From an optimization exercise on the open Yosys and OpenROAD flow, aimed at small area, a short achievable clock period and few clock cycles per item; shortcuts taken in it are not production practice. At most, simulation tests tie the RTL to the original design; equivalence was not proved. Power figures rest on the tool's default switching activity, not on a simulated workload.

Setup of run G:
==> flow/design.v <==
`default_nettype none
module matmul_adder_tree_pipe (
  input  logic         clk,
  input  logic         rst_n,
  input  logic         in_valid,
  output logic         in_ready,
  input  logic [431:0] prod,
  input  logic         in_last,
  input  logic         accum_en,
  output logic         out_valid,
  input  logic         out_ready,
  output logic [215:0] mult,
  output logic [8:0]   sat_flag,
  output logic [7:0]   beat_cnt
);
  logic        w_en;
  logic        w_fire;
  logic        r_vld;
  logic        r_close;
  logic [17:0] r_tree [9];
  logic        r_out_valid;
  logic        r_fresh;
  logic [7:0]  r_cnt;
  logic [8:0]  r_sat;
  logic [23:0] r_acc [9];
  logic [23:0] w_next [9];
  logic [8:0]  w_ovf;
  assign w_en     = ~r_out_valid | out_ready;
  assign in_ready = w_en;
  assign w_fire   = w_en & r_vld;
  generate
    for (genvar i = 0; i < 3; i++) begin : g_row
      for (genvar j = 0; j < 3; j++) begin : g_col
        localparam int e = i*3 + j;
        logic signed [17:0] w_t;
        assign w_t = 18'($signed(prod[((i*3+0)*3+j)*16 +: 16]))
                   + 18'($signed(prod[((i*3+1)*3+j)*16 +: 16]))
                   + 18'($signed(prod[((i*3+2)*3+j)*16 +: 16]));
        always_ff @(posedge clk) begin
          if (w_en) r_tree[e] <= w_t;
        end
        logic [18:0] w_lo;
        logic [5:0]  w_hi, w_hi_inc, w_hi_dec, w_hi_next;
        logic        w_t_neg, w_up, w_dn, w_pos, w_neg;
        matmul_adder_tree_pipe_skl #(.N(19)) u_add_lo (
          .a({1'b0, r_acc[e][17:0]}), .b({1'b0, r_tree[e]}), .sum(w_lo));
        assign w_hi     = r_acc[e][23:18];
        for (genvar b = 0; b < 6; b++) begin : g_step
          if (b == 0) begin : g_lsb
            assign w_hi_inc[b] = ~w_hi[b];
            assign w_hi_dec[b] = ~w_hi[b];
          end else begin : g_bit
            assign w_hi_inc[b] = w_hi[b] ^ (&w_hi[b-1:0]);
            assign w_hi_dec[b] = w_hi[b] ^ ~(|w_hi[b-1:0]);
          end
        end
        assign w_t_neg  = r_tree[e][17];
        assign w_up     = w_lo[18] & ~w_t_neg;
        assign w_dn     = ~w_lo[18] & w_t_neg;
        assign w_pos    = w_up & (w_hi == 6'h1F);
        assign w_neg    = w_dn & (w_hi == 6'h20);
        assign w_hi_next = w_up ? w_hi_inc : (w_dn ? w_hi_dec : w_hi);
        assign w_ovf[e]  = ~r_fresh & (w_pos | w_neg);
        assign w_next[e] = r_fresh ? 24'($signed(r_tree[e])) :
                           w_pos ? 24'h7FFFFF : w_neg ? 24'h800000 :
                           {w_hi_next, w_lo[17:0]};
      end
    end
  endgenerate
  always_ff @(posedge clk) begin
    if (w_en) r_close <= in_last | ~accum_en;
  end
  always_ff @(posedge clk or negedge rst_n) begin
    if (!rst_n) begin
      r_vld       <= 1'b0;
      r_out_valid <= 1'b0;
      r_fresh     <= 1'b1;
    end else if (w_en) begin
      r_vld       <= in_valid;
      r_out_valid <= r_vld & r_close;
      if (r_vld) r_fresh <= r_close;
    end
  end
  always_ff @(posedge clk) begin
    if (w_fire) begin
      for (int e = 0; e < 9; e++) r_acc[e] <= w_next[e];
      r_sat <= r_fresh ? w_ovf : (r_sat | w_ovf);
      r_cnt <= r_fresh ? 8'd1 : (r_cnt + {7'd0, ~&r_cnt});
    end
  end
  assign out_valid = r_out_valid;
  for (genvar e = 0; e < 9; e++) begin : g_out
    assign mult[e*24 +: 24] = r_acc[e];
  end
  assign sat_flag = r_sat;
  assign beat_cnt = r_cnt;
endmodule
module matmul_adder_tree_pipe_skl #(
  parameter int N = 8
) (
  input  logic [N-1:0] a,
  input  logic [N-1:0] b,
  output logic [N-1:0] sum
);
  localparam int L = $clog2(N);
  logic [N-1:0] g [L+1];
  logic [N-1:0] p [L+1];
  assign g[0] = a & b;
  assign p[0] = a ^ b;
  for (genvar l = 0; l < L; l++) begin : g_lvl
    for (genvar i = 0; i < N; i++) begin : g_bit
      if ((i >> l) & 1) begin : g_op
        localparam int j = ((i >> l) << l) - 1;
        assign g[l+1][i] = g[l][i] | (p[l][i] & g[l][j]);
        assign p[l+1][i] = p[l][i] & p[l][j];
      end else begin : g_pass
        assign g[l+1][i] = g[l][i];
        assign p[l+1][i] = p[l][i];
      end
    end
  end
  assign sum = p[0] ^ {g[L][N-2:0], 1'b0};
endmodule
`default_nettype wire
export LEC_CHECK = 0
export ABC_AREA = 1
export CAP_MARGIN = 20
export CORE_MARGIN = 2
export CORE_UTILIZATION = 50
export CTS_BUF_LIST = sky130_fd_sc_hd__clkbuf_2 sky130_fd_sc_hd__clkbuf_4 sky130_fd_sc_hd__clkbuf_8
export CTS_CLUSTER_DIAMETER = 60
export CTS_CLUSTER_SIZE = 14
export SETUP_SLACK_MARGIN = 1.9
export SLEW_MARGIN = 20
create_clock -name core_clock -period 4.5 [get_ports {clk}]
standard.sh (not shown) runs the stock make flow with config.mk's settings and CLKGATE_MAP_FILE= SYNTH_SCRIPT=/design/flow/synth_recipe.tcl, a recipe that flattens the netlist after the stock synthesis.
==> flow/flow/run.sh <==
#!/bin/bash
set -euo pipefail
export BUFFER_PORTS_ARGS="-buffer_cell sky130_fd_sc_hd__buf_1"
bash standard.sh > standard_flow.log 2>&1
## Diff of input files: run M against run G
diff --git a/flow/design.v b/flow/design.v
--- a/flow/design.v
+++ b/flow/design.v
@@ -30,43 +30,24 @@
   assign w_fire   = w_en & r_vld;
   generate
     for (genvar i = 0; i < 3; i++) begin : g_row
       for (genvar j = 0; j < 3; j++) begin : g_col
         localparam int e = i*3 + j;
         logic signed [17:0] w_t;
+        logic signed [24:0] w_s;
         assign w_t = 18'($signed(prod[((i*3+0)*3+j)*16 +: 16]))
                    + 18'($signed(prod[((i*3+1)*3+j)*16 +: 16]))
                    + 18'($signed(prod[((i*3+2)*3+j)*16 +: 16]));
         always_ff @(posedge clk) begin
           if (w_en) r_tree[e] <= w_t;
         end
-        logic [18:0] w_lo;
-        logic [5:0]  w_hi, w_hi_inc, w_hi_dec, w_hi_next;
-        logic        w_t_neg, w_up, w_dn, w_pos, w_neg;
-        matmul_adder_tree_pipe_skl #(.N(19)) u_add_lo (
-          .a({1'b0, r_acc[e][17:0]}), .b({1'b0, r_tree[e]}), .sum(w_lo));
-        assign w_hi     = r_acc[e][23:18];
-        for (genvar b = 0; b < 6; b++) begin : g_step
-          if (b == 0) begin : g_lsb
-            assign w_hi_inc[b] = ~w_hi[b];
-            assign w_hi_dec[b] = ~w_hi[b];
-          end else begin : g_bit
-            assign w_hi_inc[b] = w_hi[b] ^ (&w_hi[b-1:0]);
-            assign w_hi_dec[b] = w_hi[b] ^ ~(|w_hi[b-1:0]);
-          end
-        end
-        assign w_t_neg  = r_tree[e][17];
-        assign w_up     = w_lo[18] & ~w_t_neg;
-        assign w_dn     = ~w_lo[18] & w_t_neg;
-        assign w_pos    = w_up & (w_hi == 6'h1F);
-        assign w_neg    = w_dn & (w_hi == 6'h20);
-        assign w_hi_next = w_up ? w_hi_inc : (w_dn ? w_hi_dec : w_hi);
-        assign w_ovf[e]  = ~r_fresh & (w_pos | w_neg);
+        matmul_adder_tree_pipe_skl #(.N(25)) u_add_s (
+          .a(25'($signed(r_acc[e]))), .b(25'($signed(r_tree[e]))), .sum(w_s));
+        assign w_ovf[e]  = ~r_fresh & (w_s[24] ^ w_s[23]);
         assign w_next[e] = r_fresh ? 24'($signed(r_tree[e])) :
-                           w_pos ? 24'h7FFFFF : w_neg ? 24'h800000 :
-                           {w_hi_next, w_lo[17:0]};
+                           (w_s[24] ^ w_s[23]) ? {w_s[24], {23{~w_s[24]}}} : w_s[23:0];
       end
     end
   endgenerate
   always_ff @(posedge clk) begin
     if (w_en) r_close <= in_last | ~accum_en;
   end
==> notes.md <==
- Run M: flow completed, timing, DRC and antenna clean
- The area growth from synthesis to final layout reported for run M is smaller than that of run G by 3.5 points.
- Summary of run M over run G: area of all placed cells without fillers has decreased, portion of total power attributed to sequential cells has decreased, placed standard-cell area has increased, floorplan die area has increased, mean post-synth cell area has increased.
- In the metrics for run M and run G, the one carrying the higher number of global-route vias before repair is run G.
- Compared to run G, run M has overall track demand over capacity in global routing 0.91 points lower.
- Post-synthesis sequential area ratio in run M is 0.50 points lower than in run G
- Total routed wirelength (lower): run M
- In the tables for run M and run G, initial antenna violation count reads higher with run G.
Testbench counts of run M, summed over its fixed seeds: cycles 16,016, items 16,000.
No functional check of the RTL was part of run G.

[separate check: timing with driven ports]
The results above use ideal ports. As a check the final layouts listed here were re-extracted and re-timed, cells and wires unchanged. Step 1: set_driving_cell puts a clkbuf_16 on clk and a buf_2 on each other input, an assumption about the parent block. Step 2 also shifts input and output timing later by t, the mid clock arrival at the registers, as if the neighbouring blocks saw the same clock. Three values: ideal, step 1, step 2; two values: the first two.
run | shift t [ns] | slack for setup (ns) | hold slack, ns | worst slew at a driven data input, ns | cell pins on the clock port's net
run G | 0.715 | 1.847 / 1.785 / 1.192 | 0.069 / 0.032 / 0.481 | 0.10 | 1
run M | 0.697 | 1.901 / 1.919 / 1.227 | 0.057 / 0.034 / 0.479 | 0.08 | 1
After both steps every run listed still meets setup and hold. The setup slack of run M, which loses most, moves by +0.018 ns with the drivers and by -0.674 ns with both steps.
